Background: an optimization exercise with open tools, aiming at small area, a short achievable clock period and few clock cycles per item. Do not read the settings as production practice.
At most, simulation tests tie the RTL to the original design; equivalence was not proved.
Power and IR drop assume default switching activity.

==> module exec_unit, before the edit <==
module exec_unit #(
  parameter int N = 8
) (
  input  logic            clk,
  input  logic            rst,
  input  logic            hold,
  input  logic            h_vld,
  input  logic [19:0]     h_enc,
  output logic            h_adv,
  output logic            out_vld,
  output pipe_pkg::reg_t  out_wa,
  output pipe_pkg::word_t out_wdata
);
  localparam int W = 32 / N;
  logic [N-1:0]          v;
  logic [N-1:0][2:0]     wa;
  logic [N-1:0][2:0]     ra0;
  logic [N-1:0][2:0]     ra1;
  logic [N-1:0]          movi;
  logic [N-1:0][3:0]     lut;
  logic [N-1:0]          arith;
  logic [N-1:0]          sub;
  logic [N-1:0]          cin;
  logic [N-1:0]          fwd0;
  logic [N-1:0]          fwd1;
  logic [N-1:0][15:0]    imm;
  logic [N-1:0][W-1:0]   opa;
  logic [N-1:0][W-1:0]   opb;
  logic [N-1:0][W-1:0]   r;
  logic [N-1:0]          wbv;
  logic [N-1:0][2:0]     wbwa;
  logic [N-1:0][W-1:0]   sk;
  logic [N-1:0][W-1:0]   sl;
  logic [N-1:0][31:0]    cr;
  logic [31:0]           out_lo;
  logic [N-1:0]          in_v;
  logic [N-1:0][2:0]     in_wa;
  logic [N-1:0][2:0]     in_ra0;
  logic [N-1:0][2:0]     in_ra1;
  logic [N-1:0]          in_movi;
  logic [N-1:0][3:0]     in_lut;
  logic [N-1:0]          in_arith;
  logic [N-1:0]          in_sub;
  logic [N-1:0][15:0]    in_imm;
  logic [N-1:0][W-1:0]   rd0;
  logic [N-1:0][W-1:0]   rd1;
  logic [N-1:0]          byp0;
  logic [N-1:0]          byp1;
  logic [N-1:0]          ex;
  logic [N-1:0]          fr;
  logic [N-1:0][W-1:0]   a;
  logic [N-1:0][W-1:0]   b;
  logic [N-1:0][W-1:0]   res;
  logic [N-1:0]          cout;
  assign fr[N-1] = ~v[N-1] | ~hold;
  assign ex[N-1] = v[N-1] & ~hold;
  for (genvar k = 0; k < N - 1; k++) begin : g_adv
    assign fr[k] = ~v[k] | fr[k+1];
    assign ex[k] = v[k] & fr[k+1];
  end
  assign h_adv = fr[0];
  assign in_v[0]     = h_vld;
  assign in_wa[0]    = h_enc[19:17];
  assign in_ra0[0]   = h_enc[2:0];
  assign in_ra1[0]   = h_enc[5:3];
  assign in_movi[0]  = h_enc[16];
  assign in_lut[0]   = h_enc[16] ? 4'b1010 : h_enc[11:8];
  assign in_arith[0] = ~h_enc[16] & h_enc[7];
  assign in_sub[0]   = h_enc[6];
  assign in_imm[0]   = h_enc[15:0];
  for (genvar k = 1; k < N; k++) begin : g_in
    assign in_v[k]     = v[k-1];
    assign in_wa[k]    = wa[k-1];
    assign in_ra0[k]   = ra0[k-1];
    assign in_ra1[k]   = ra1[k-1];
    assign in_movi[k]  = movi[k-1];
    assign in_lut[k]   = lut[k-1];
    assign in_arith[k] = arith[k-1];
    assign in_sub[k]   = sub[k-1];
    assign in_imm[k]   = imm[k-1];
  end
  for (genvar k = 0; k < N; k++) begin : g_slice
    reg_file #(.W(W)) i_rf (
      .clk    (clk),
      .ra0    (in_ra0[k]),
      .ra1    (in_ra1[k]),
      .wen    (wbv[k]),
      .wa     (wbwa[k]),
      .wdata  (r[k]),
      .rdata0 (rd0[k]),
      .rdata1 (rd1[k])
    );
    always_ff @(posedge clk) begin
      if (rst) v[k] <= 1'b0;
      else if (fr[k]) v[k] <= in_v[k];
    end
    always_ff @(posedge clk) begin
      if (fr[k]) begin
        wa[k]    <= in_wa[k];
        ra0[k]   <= in_ra0[k];
        ra1[k]   <= in_ra1[k];
        movi[k]  <= in_movi[k];
        lut[k]   <= in_lut[k];
        arith[k] <= in_arith[k];
        sub[k]   <= in_sub[k];
        imm[k]   <= in_imm[k];
      end
    end
    assign byp0[k] = wbv[k] && (wbwa[k] == in_ra0[k]);
    assign byp1[k] = wbv[k] && (wbwa[k] == in_ra1[k]);
    always_ff @(posedge clk) begin
      fwd0[k] <= ex[k] && (wa[k] == in_ra0[k]);
      fwd1[k] <= ex[k] && (wa[k] == in_ra1[k]) && !in_movi[k];
    end
    always_ff @(posedge clk) begin
      if (fr[k] && !byp0[k])                opa[k] <= rd0[k];
      else if (fr[k] || fwd0[k])            opa[k] <= r[k];
      if (fr[k] && in_movi[k])              opb[k] <= (k * W < 16) ? W'(in_imm[k] >> (k * W)) : '0;
      else if (fr[k] && !byp1[k])           opb[k] <= rd1[k];
      else if (fr[k] || fwd1[k])            opb[k] <= r[k];
    end
    assign a[k] = fwd0[k] ? r[k] : opa[k];
    assign b[k] = fwd1[k] ? r[k] : opb[k];
    logic [W+1:0] s;
    logic [W-1:0] l;
    logic         c;
    if (k == 0) begin : g_c0
      assign c = sub[k];
    end else begin : g_cn
      assign c = cin[k];
    end
    assign s = {1'b0, a[k], 1'b1} + {1'b0, b[k] ^ {W{sub[k]}}, c};
    always_comb begin
      for (int i = 0; i < W; i++) begin
        l[i] = lut[k][{a[k][i], b[k][i]}];
      end
    end
    assign res[k]  = arith[k] ? s[W:1] : l;
    assign cout[k] = s[W+1];
    always_ff @(posedge clk) begin
      r[k] <= res[k];
    end
    if (k < N - 1) begin : g_wbwa
      assign wbwa[k] = wa[k+1];
    end else begin : g_wbwa_last
      assign wbwa[k] = out_wa;
    end
    always_ff @(posedge clk) begin
      if (rst) wbv[k] <= 1'b0;
      else     wbv[k] <= ex[k];
    end
    always_ff @(posedge clk) begin
      if (wbv[k]) sk[k] <= r[k];
    end
    assign sl[k] = wbv[k] ? r[k] : sk[k];
    if (k > 0) begin : g_cin
      always_ff @(posedge clk) begin
        if (fr[k]) cin[k] <= cout[k-1];
      end
    end else begin : g_cin0
      assign cin[k] = 1'b0;
    end
    always_ff @(posedge clk) begin
      if (k < 2) cr[k] <= '0;
      else if (fr[k]) cr[k] <= cr[(k < 2) ? 0 : k-1] | (32'(sl[(k < 2) ? 0 : k-2]) << ((k < 2) ? 0 : (k-2) * W));
    end
  end
  always_ff @(posedge clk) begin
    if (rst) out_vld <= 1'b0;
    else     out_vld <= ex[N-1];
  end
  always_ff @(posedge clk) begin
    out_wa <= wa[N-1];
    out_lo <= cr[N-1] | (32'(sl[N-2]) << ((N-2) * W));
  end
  assign out_wdata = {r[N-1], out_lo[(N-1)*W-1:0]};
endmodule
export LEC_CHECK = 0
export CAP_MARGIN = 20
export CORE_MARGIN = 2
export CORE_UTILIZATION = 60
export CTS_CLUSTER_DIAMETER = 100
export CTS_CLUSTER_SIZE = 30
export PLACE_DENSITY = 0.75
export SETUP_SLACK_MARGIN = 2.5
export SLEW_MARGIN = 20
create_clock -name core_clock -period 4.5 [get_ports {clk}]
run.sh (not shown) runs the stock make flow with config.mk's settings and CLKGATE_MAP_FILE= SYNTH_SCRIPT=/design/flow/synth_recipe.tcl, a recipe that flattens the netlist after the stock synthesis.
The baseline passed the timing, design-rule and antenna checks.
Testbench counts at the start, summed over its fixed seeds: cycles 12,080, items 12,000.
Edit:
--- a/flow/design.v
+++ b/flow/design.v
@@ -155,4 +155,7 @@
   logic [N-1:0]          arith;
   logic [N-1:0]          sub;
+  logic [N-1:0]          cg;
+  logic [N-1:0]          cp;
+  logic [N-1:0]          cc;
   logic [N-1:0]          cin;
   logic [N-1:0]          fwd0;
@@ -187,4 +190,6 @@
   logic [N-1:0][W-1:0]   res;
   logic [N-1:0]          cout;
+  logic [N-1:0]          gg;
+  logic [N-1:0]          gp;
   assign fr[N-1] = ~v[N-1] | ~hold;
   assign ex[N-1] = v[N-1] & ~hold;
@@ -262,6 +267,7 @@
       assign c = sub[k];
     end else begin : g_cn
-      assign c = cin[k];
+      assign c = cg[k] | (cp[k] & cc[k]);
     end
+    assign cin[k] = c;
     assign s = {1'b0, a[k], 1'b1} + {1'b0, b[k] ^ {W{sub[k]}}, c};
     always_comb begin
@@ -272,4 +278,15 @@
     assign res[k]  = arith[k] ? s[W:1] : l;
     assign cout[k] = s[W+1];
+    logic [W-1:0] bx;
+    logic [W:0]   gc;
+    assign bx = b[k] ^ {W{sub[k]}};
+    always_comb begin
+      gc[0] = 1'b0;
+      for (int i = 0; i < W; i++) begin
+        gc[i+1] = (a[k][i] & bx[i]) | ((a[k][i] | bx[i]) & gc[i]);
+      end
+    end
+    assign gg[k] = gc[W];
+    assign gp[k] = &(a[k] ^ bx);
     always_ff @(posedge clk) begin
       r[k] <= res[k];
@@ -290,8 +307,14 @@
     if (k > 0) begin : g_cin
       always_ff @(posedge clk) begin
-        if (fr[k]) cin[k] <= cout[k-1];
+        if (fr[k]) begin
+          cg[k] <= gg[k-1];
+          cp[k] <= gp[k-1];
+          cc[k] <= cin[k-1];
+        end
       end
     end else begin : g_cin0
-      assign cin[k] = 1'b0;
+      assign cg[k] = 1'b0;
+      assign cp[k] = 1'b0;
+      assign cc[k] = 1'b0;
     end
     always_ff @(posedge clk) begin
- The new run completed with no timing, DRC or antenna violations
- worst setup slack improved by 49 ps
- cell area rises slightly
- sequential share of layout area went up by 0.25 points
- critical path depth shrinks by 7
- worst hold slack is about the same
- routed wire length decreases slightly
- power grows by a few percent
- die area is higher by a few percent
- first-iteration DRC count goes up by a few percent
- utilization shrinks by 0.85 points
- clock-buffer cell count rose by 5
Only the layout flow was run in the second run of this note; the RTL was not checked for function there.

========
west:
The RTL this note starts from:
==> flow/design.v <==
`timescale 1ns/100ps
package pipe_pkg;
  typedef logic [32-1:0] word_t;
  typedef logic [3-1:0]  reg_t;
  typedef logic [16-1:0]  imm_t;
  typedef enum logic [3:0] {
    OP_AND  = 4'd0,
    OP_NOT  = 4'd1,
    OP_OR   = 4'd2,
    OP_XOR  = 4'd3,
    OP_ADD  = 4'd4,
    OP_SUB  = 4'd5,
    OP_MOV0 = 4'd6,
    OP_MOV1 = 4'd7,
    OP_MOVI = 4'd8
  } opcode_t;
  typedef enum logic {
    FWD_RF = 1'b0,
    FWD_S3 = 1'b1
  } fwd_sel_t;
endpackage
`timescale 1ns/100ps
module inst_queue #(
  parameter int DEPTH = 13
) (
  input  logic        clk,
  input  logic        rst,
  input  logic        in_pass,
  input  logic [19:0] in_enc,
  input  logic        h_adv,
  output logic        in_accept,
  output logic        h_vld,
  output logic [19:0] h_enc
);
  logic [19:0] mem [DEPTH];
  logic [3:0]  wr_ptr;
  logic [3:0]  rd_ptr;
  logic [3:0]  cnt;
  logic        full_r;
  logic        empty_r;
  logic push;
  logic h_free;
  logic buf_wr;
  logic buf_rd;
  logic [3:0] cnt_nxt;
  assign push   = in_pass & ~full_r;
  assign h_free = ~h_vld | h_adv;
  assign buf_rd = h_free & ~empty_r;
  assign buf_wr = push & ~(h_free & empty_r);
  always_comb begin
    cnt_nxt = cnt;
    if (buf_wr & ~buf_rd) cnt_nxt = cnt + 4'd1;
    else if (buf_rd & ~buf_wr) cnt_nxt = cnt - 4'd1;
  end
  always_ff @(posedge clk) begin
    if (rst) begin
      wr_ptr  <= '0;
      rd_ptr  <= '0;
      cnt     <= '0;
      full_r  <= 1'b0;
      empty_r <= 1'b1;
      h_vld   <= 1'b0;
    end else begin
      if (buf_wr) wr_ptr <= (wr_ptr == 4'(DEPTH - 1)) ? 4'd0 : wr_ptr + 4'd1;
      if (buf_rd) rd_ptr <= (rd_ptr == 4'(DEPTH - 1)) ? 4'd0 : rd_ptr + 4'd1;
      cnt     <= cnt_nxt;
      full_r  <= (cnt_nxt == 4'(DEPTH));
      empty_r <= (cnt_nxt == 4'd0);
      if (h_free) h_vld <= ~empty_r | push;
    end
  end
  always_ff @(posedge clk) begin
    if (!full_r) mem[wr_ptr] <= in_enc;
  end
  always_ff @(posedge clk) begin
    if (h_free) h_enc <= empty_r ? in_enc : mem[rd_ptr];
  end
  assign in_accept = ~full_r;
endmodule
`timescale 1ns/100ps
module reg_file #(
  parameter int W = 8
) (
  input  logic  clk,
  input  pipe_pkg::reg_t ra0,
  input  pipe_pkg::reg_t ra1,
  input  logic           wen,
  input  pipe_pkg::reg_t wa,
  input  logic [W-1:0]   wdata,
  output logic [W-1:0]   rdata0,
  output logic [W-1:0]   rdata1
);
  localparam int N_REGS = 1 << 3;
  logic [W-1:0] mem [N_REGS];
  always_ff @(posedge clk) begin
    if (wen) mem[wa] <= wdata;
  end
  assign rdata0 = mem[ra0];
  assign rdata1 = mem[ra1];
endmodule
`timescale 1ns/100ps
module issue_stage (
  input  pipe_pkg::opcode_t in_op,
  input  pipe_pkg::reg_t    in_ra0,
  input  pipe_pkg::reg_t    in_ra1,
  input  pipe_pkg::reg_t    in_wa,
  input  pipe_pkg::imm_t    in_imm,
  output logic [19:0]       enc
);
  logic       movi;
  logic       arith;
  logic       sub;
  logic [3:0] lut;
  always_comb begin
    movi  = 1'b0;
    arith = 1'b0;
    sub   = 1'b0;
    case (in_op)
      pipe_pkg::OP_AND:  lut = 4'b1000;
      pipe_pkg::OP_NOT:  lut = 4'b0011;
      pipe_pkg::OP_OR:   lut = 4'b1110;
      pipe_pkg::OP_XOR:  lut = 4'b0110;
      pipe_pkg::OP_ADD:  begin lut = 4'b0000; arith = 1'b1; end
      pipe_pkg::OP_SUB:  begin lut = 4'b0000; arith = 1'b1; sub = 1'b1; end
      pipe_pkg::OP_MOV0: lut = 4'b1100;
      pipe_pkg::OP_MOV1: lut = 4'b1010;
      pipe_pkg::OP_MOVI: begin lut = 4'b0000; movi = 1'b1; end
      default:           lut = 4'b1100;
    endcase
  end
  assign enc = {in_wa, movi,
                movi ? in_imm : {4'b0000, lut, arith, sub, in_ra1, in_ra0}};
endmodule
`timescale 1ns/100ps
module exec_unit #(
  parameter int N = 8
) (
  input  logic            clk,
  input  logic            rst,
  input  logic            hold,
  input  logic            h_vld,
  input  logic [19:0]     h_enc,
  output logic            h_adv,
  output logic            out_vld,
  output pipe_pkg::reg_t  out_wa,
  output pipe_pkg::word_t out_wdata
);
  localparam int W = 32 / N;
  logic [N-1:0]          v;
  logic [N-1:0][2:0]     wa;
  logic [N-1:0][2:0]     ra0;
  logic [N-1:0][2:0]     ra1;
  logic [N-1:0]          movi;
  logic [N-1:0][3:0]     lut;
  logic [N-1:0]          arith;
  logic [N-1:0]          sub;
  logic [N-1:0]          cin;
  logic [N-1:0]          fwd0;
  logic [N-1:0]          fwd1;
  logic [N-1:0][15:0]    imm;
  logic [N-1:0][W-1:0]   opa;
  logic [N-1:0][W-1:0]   opb;
  logic [N-1:0][W-1:0]   r;
  logic [N-1:0][31:0]    cr;
  logic [31:0]           out_lo;
  logic [N-1:0]          in_v;
  logic [N-1:0][2:0]     in_wa;
  logic [N-1:0][2:0]     in_ra0;
  logic [N-1:0][2:0]     in_ra1;
  logic [N-1:0]          in_movi;
  logic [N-1:0][3:0]     in_lut;
  logic [N-1:0]          in_arith;
  logic [N-1:0]          in_sub;
  logic [N-1:0][15:0]    in_imm;
  logic [N-1:0][W-1:0]   rd0;
  logic [N-1:0][W-1:0]   rd1;
  logic [N-1:0]          ex;
  logic [N-1:0]          fr;
  logic [N-1:0][W-1:0]   a;
  logic [N-1:0][W-1:0]   b;
  logic [N-1:0][W-1:0]   res;
  logic [N-1:0]          cout;
  assign fr[N-1] = ~v[N-1] | ~hold;
  assign ex[N-1] = v[N-1] & ~hold;
  for (genvar k = 0; k < N - 1; k++) begin : g_adv
    assign fr[k] = ~v[k] | fr[k+1];
    assign ex[k] = v[k] & fr[k+1];
  end
  assign h_adv = fr[0];
  assign in_v[0]     = h_vld;
  assign in_wa[0]    = h_enc[19:17];
  assign in_ra0[0]   = h_enc[2:0];
  assign in_ra1[0]   = h_enc[5:3];
  assign in_movi[0]  = h_enc[16];
  assign in_lut[0]   = h_enc[16] ? 4'b1010 : h_enc[11:8];
  assign in_arith[0] = ~h_enc[16] & h_enc[7];
  assign in_sub[0]   = ~h_enc[16] & h_enc[6];
  assign in_imm[0]   = h_enc[15:0];
  for (genvar k = 1; k < N; k++) begin : g_in
    assign in_v[k]     = v[k-1];
    assign in_wa[k]    = wa[k-1];
    assign in_ra0[k]   = ra0[k-1];
    assign in_ra1[k]   = ra1[k-1];
    assign in_movi[k]  = movi[k-1];
    assign in_lut[k]   = lut[k-1];
    assign in_arith[k] = arith[k-1];
    assign in_sub[k]   = sub[k-1];
    assign in_imm[k]   = imm[k-1];
  end
  for (genvar k = 0; k < N; k++) begin : g_slice
    reg_file #(.W(W)) i_rf (
      .clk    (clk),
      .ra0    (in_ra0[k]),
      .ra1    (in_ra1[k]),
      .wen    (v[k]),
      .wa     (wa[k]),
      .wdata  (res[k]),
      .rdata0 (rd0[k]),
      .rdata1 (rd1[k])
    );
    always_ff @(posedge clk) begin
      if (rst) v[k] <= 1'b0;
      else if (fr[k]) v[k] <= in_v[k];
    end
    always_ff @(posedge clk) begin
      if (fr[k]) begin
        wa[k]    <= in_wa[k];
        ra0[k]   <= in_ra0[k];
        ra1[k]   <= in_ra1[k];
        movi[k]  <= in_movi[k];
        lut[k]   <= in_lut[k];
        arith[k] <= in_arith[k];
        sub[k]   <= in_sub[k];
        imm[k]   <= in_imm[k];
        fwd0[k]  <= ex[k] && (wa[k] == in_ra0[k]);
        fwd1[k]  <= ex[k] && (wa[k] == in_ra1[k]) && !in_movi[k];
        opa[k]   <= rd0[k];
        opb[k]   <= in_movi[k] ? ((k * W < 16) ? W'(in_imm[k] >> (k * W)) : '0)
                               : (rd1[k] ^ {W{in_sub[k]}});
      end
    end
    assign a[k] = fwd0[k] ? r[k] : opa[k];
    assign b[k] = fwd1[k] ? (r[k] ^ {W{sub[k]}}) : opb[k];
    logic [W+1:0] s;
    logic [W-1:0] l;
    logic         c;
    if (k == 0) begin : g_c0
      assign c = sub[k];
    end else begin : g_cn
      assign c = cin[k];
    end
    assign s = {1'b0, a[k], 1'b1} + {1'b0, b[k], c};
    always_comb begin
      for (int i = 0; i < W; i++) begin
        l[i] = lut[k][{a[k][i], b[k][i]}];
      end
    end
    assign res[k]  = arith[k] ? s[W:1] : l;
    assign cout[k] = s[W+1];
    always_ff @(posedge clk) begin
      if (ex[k]) r[k] <= res[k];
    end
    if (k > 0) begin : g_cin
      always_ff @(posedge clk) begin
        if (fr[k]) cin[k] <= cout[k-1];
      end
    end else begin : g_cin0
      assign cin[k] = 1'b0;
    end
    always_ff @(posedge clk) begin
      if (k < 2) cr[k] <= '0;
      else if (fr[k]) cr[k] <= cr[(k < 2) ? 0 : k-1] | (32'(r[(k < 2) ? 0 : k-2]) << ((k < 2) ? 0 : (k-2) * W));
    end
  end
  always_ff @(posedge clk) begin
    if (rst) out_vld <= 1'b0;
    else     out_vld <= ex[N-1];
  end
  always_ff @(posedge clk) begin
    out_wa <= wa[N-1];
    out_lo <= cr[N-1] | (32'(r[N-2]) << ((N-2) * W));
  end
  assign out_wdata = {r[N-1], out_lo[(N-1)*W-1:0]};
endmodule
`timescale 1ns/100ps
module precompute_pipe (
  input  logic    clk,
  input  logic    rst,
  input  logic    in_pass,
  input  logic [3:0]  in_op,
  input  logic [2:0]  in_ra0,
  input  logic [2:0]  in_ra1,
  input  logic [2:0]  in_wa,
  input  logic [15:0] in_imm,
  input  logic    hold,
  output logic    in_accept,
  output logic    out_vld,
  output logic [2:0]  out_wa,
  output logic [31:0] out_wdata
);
  logic [19:0] in_enc;
  logic        h_vld;
  logic [19:0] h_enc;
  logic        h_adv;
  issue_stage i_issue_stage (
    .in_op  (pipe_pkg::opcode_t'(in_op)),
    .in_ra0 (in_ra0),
    .in_ra1 (in_ra1),
    .in_wa  (in_wa),
    .in_imm (in_imm),
    .enc    (in_enc)
  );
  inst_queue #(.DEPTH(15 - 8)) i_inst_queue (
    .clk       (clk),
    .rst       (rst),
    .in_pass   (in_pass),
    .in_enc    (in_enc),
    .h_adv     (h_adv),
    .in_accept (in_accept),
    .h_vld     (h_vld),
    .h_enc     (h_enc)
  );
  exec_unit i_exec_unit (
    .clk       (clk),
    .rst       (rst),
    .hold      (hold),
    .h_vld     (h_vld),
    .h_enc     (h_enc),
    .h_adv     (h_adv),
    .out_vld   (out_vld),
    .out_wa    (out_wa),
    .out_wdata (out_wdata)
  );
endmodule
clock: 4.5 ns
lec_check: 0
cap_margin: 20
core_margin: 2
core_utilization: 60
cts_cluster_diameter: 100
cts_cluster_size: 30
place_density: 0.75
setup_slack_margin: 2.0
slew_margin: 20
#### Input delta (north over west)
-- flow/design.v --
<<< west, line 173
  logic [N-1:0]          in_sub;
  logic [N-1:0][15:0]    in_imm;
  logic [N-1:0][W-1:0]   rd0;
  logic [N-1:0][W-1:0]   rd1;
>>> north, line 173
  logic [N-1:0]          in_sub;
  logic [N-1:0][15:0]    in_imm;
  logic [N-1:0][31:0]    in_cr;
  logic [N-1:0][2:0]     rda0;
  logic [N-1:0][2:0]     rda1;
  logic [N-1:0]          rdmovi;
  logic [N-1:0][15:0]    rdimm;
  logic [N-1:0][W-1:0]   rd0;
  logic [N-1:0][W-1:0]   rd1;
<<< west, line 195
  assign in_lut[0]   = h_enc[16] ? 4'b1010 : h_enc[11:8];
  assign in_arith[0] = ~h_enc[16] & h_enc[7];
  assign in_sub[0]   = ~h_enc[16] & h_enc[6];
  assign in_imm[0]   = h_enc[15:0];
  for (genvar k = 1; k < N; k++) begin : g_in
    assign in_v[k]     = v[k-1];
>>> north, line 200
  assign in_lut[0]   = h_enc[16] ? 4'b1010 : h_enc[11:8];
  assign in_arith[0] = ~h_enc[16] & h_enc[7];
  assign in_sub[0]   = h_enc[6];
  assign in_imm[0]   = h_enc[15:0];
  assign in_cr[0]    = '0;
  for (genvar k = 1; k < N; k++) begin : g_in
    assign in_v[k]     = v[k-1];
<<< west, line 207
    assign in_sub[k]   = sub[k-1];
    assign in_imm[k]   = imm[k-1];
  end
  for (genvar k = 0; k < N; k++) begin : g_slice
    reg_file #(.W(W)) i_rf (
      .clk    (clk),
      .ra0    (in_ra0[k]),
      .ra1    (in_ra1[k]),
      .wen    (v[k]),
      .wa     (wa[k]),
      .wdata  (res[k]),
>>> north, line 213
    assign in_sub[k]   = sub[k-1];
    assign in_imm[k]   = imm[k-1];
    assign in_cr[k]    = cr[k-1] | (32'(res[k-1]) << ((k-1) * W));
  end
  for (genvar k = 0; k < N; k++) begin : g_slice
    assign rda0[k]   = fr[k] ? in_ra0[k] : ra0[k];
    assign rda1[k]   = fr[k] ? in_ra1[k] : ra1[k];
    assign rdmovi[k] = fr[k] ? in_movi[k] : movi[k];
    assign rdimm[k]  = fr[k] ? in_imm[k] : imm[k];
    reg_file #(.W(W)) i_rf (
      .clk    (clk),
      .ra0    (rda0[k]),
      .ra1    (rda1[k]),
      .wen    (ex[k]),
      .wa     (wa[k]),
      .wdata  (res[k]),
<<< west, line 233
        sub[k]   <= in_sub[k];
        imm[k]   <= in_imm[k];
        fwd0[k]  <= ex[k] && (wa[k] == in_ra0[k]);
        fwd1[k]  <= ex[k] && (wa[k] == in_ra1[k]) && !in_movi[k];
        opa[k]   <= rd0[k];
        opb[k]   <= in_movi[k] ? ((k * W < 16) ? W'(in_imm[k] >> (k * W)) : '0)
                               : (rd1[k] ^ {W{in_sub[k]}});
      end
    end
    assign a[k] = fwd0[k] ? r[k] : opa[k];
    assign b[k] = fwd1[k] ? (r[k] ^ {W{sub[k]}}) : opb[k];
    logic [W+1:0] s;
    logic [W-1:0] l;
>>> north, line 244
        sub[k]   <= in_sub[k];
        imm[k]   <= in_imm[k];
        cr[k]    <= in_cr[k];
      end
    end
    always_ff @(posedge clk) begin
      fwd0[k] <= ex[k] && (wa[k] == in_ra0[k]);
      fwd1[k] <= ex[k] && (wa[k] == in_ra1[k]) && !in_movi[k];
      opa[k]  <= rd0[k];
      opb[k]  <= rdmovi[k] ? ((k * W < 16) ? W'(rdimm[k] >> (k * W)) : '0) : rd1[k];
    end
    assign a[k] = fwd0[k] ? r[k] : opa[k];
    assign b[k] = fwd1[k] ? r[k] : opb[k];
    logic [W+1:0] s;
    logic [W-1:0] l;
<<< west, line 250
      assign c = cin[k];
    end
    assign s = {1'b0, a[k], 1'b1} + {1'b0, b[k], c};
    always_comb begin
      for (int i = 0; i < W; i++) begin
>>> north, line 263
      assign c = cin[k];
    end
    assign s = {1'b0, a[k], 1'b1} + {1'b0, b[k] ^ {W{sub[k]}}, c};
    always_comb begin
      for (int i = 0; i < W; i++) begin
<<< west, line 259
    assign cout[k] = s[W+1];
    always_ff @(posedge clk) begin
      if (ex[k]) r[k] <= res[k];
    end
    if (k > 0) begin : g_cin
>>> north, line 272
    assign cout[k] = s[W+1];
    always_ff @(posedge clk) begin
      r[k] <= res[k];
    end
    if (k > 0) begin : g_cin
<<< west, line 268
      assign cin[k] = 1'b0;
    end
    always_ff @(posedge clk) begin
      if (k < 2) cr[k] <= '0;
      else if (fr[k]) cr[k] <= cr[(k < 2) ? 0 : k-1] | (32'(r[(k < 2) ? 0 : k-2]) << ((k < 2) ? 0 : (k-2) * W));
    end
  end
  always_ff @(posedge clk) begin
>>> north, line 281
      assign cin[k] = 1'b0;
    end
  end
  always_ff @(posedge clk) begin
<<< west, line 279
  always_ff @(posedge clk) begin
    out_wa <= wa[N-1];
    out_lo <= cr[N-1] | (32'(r[N-2]) << ((N-2) * W));
  end
  assign out_wdata = {r[N-1], out_lo[(N-1)*W-1:0]};
>>> north, line 288
  always_ff @(posedge clk) begin
    out_wa <= wa[N-1];
    out_lo <= cr[N-1];
  end
  assign out_wdata = {r[N-1], out_lo[(N-1)*W-1:0]};
--- outcome ---
Design area, north and west, higher one = north.
[compare] base=west new=north: max-slew headroom at the worst pin fell by 4.5 points, routability-driven placement congestion ratio now sits higher, final worst slack grew by 0.11 ns, placeable core region went up by about 2.3%, first-pass GRT wire length rose by 16%.
Sort north and west by fraction of final layout cells sized beyond drive strength 1, descending, and west comes first.
Diff west..north | fraction of registers with async set or reset after synthesis | unchanged
Route | north vs west | wire longer in north
north ended up with a higher number of multi-input combinational cells than west did.
north reports a higher reported combinational group power than west does.
No functional check of the RTL was part of any run of this note.

## afterwards: timing with drivers on the ports
No port has a modelled driver above. Below, the same layouts with a new extraction and two added sets of constraints.
Step 1: set_driving_cell puts a clkbuf_16 on clk and a buf_2 on each other input, an assumption about the parent block.
Step 2 also shifts input and output timing later by t, the mid clock arrival at the registers, as if the neighbouring blocks saw the same clock.
a / b / c = ideal / step 1 / step 2; a / b = the first two.
| run | t (ns) | setup WS [ns] | worst slew at a driven data input, ns |
|---|---|---|---|
| the first run of note 1 | 0.657 | 2.405 / 2.391 / 1.869 | 0.08 |
| the second run of note 1 | 0.659 | 2.454 / 2.392 / 1.882 | 0.06 |
| west | 0.637 | 1.895 / 1.895 / 1.464 | 0.08 |
| north | 0.661 | 2.005 / 1.992 / 1.384 | 0.04 |
After both steps setup and hold are still met in every run listed. For north, which loses most, drivers alone change the setup slack by -0.013 ns; drivers and shift together by -0.621 ns.
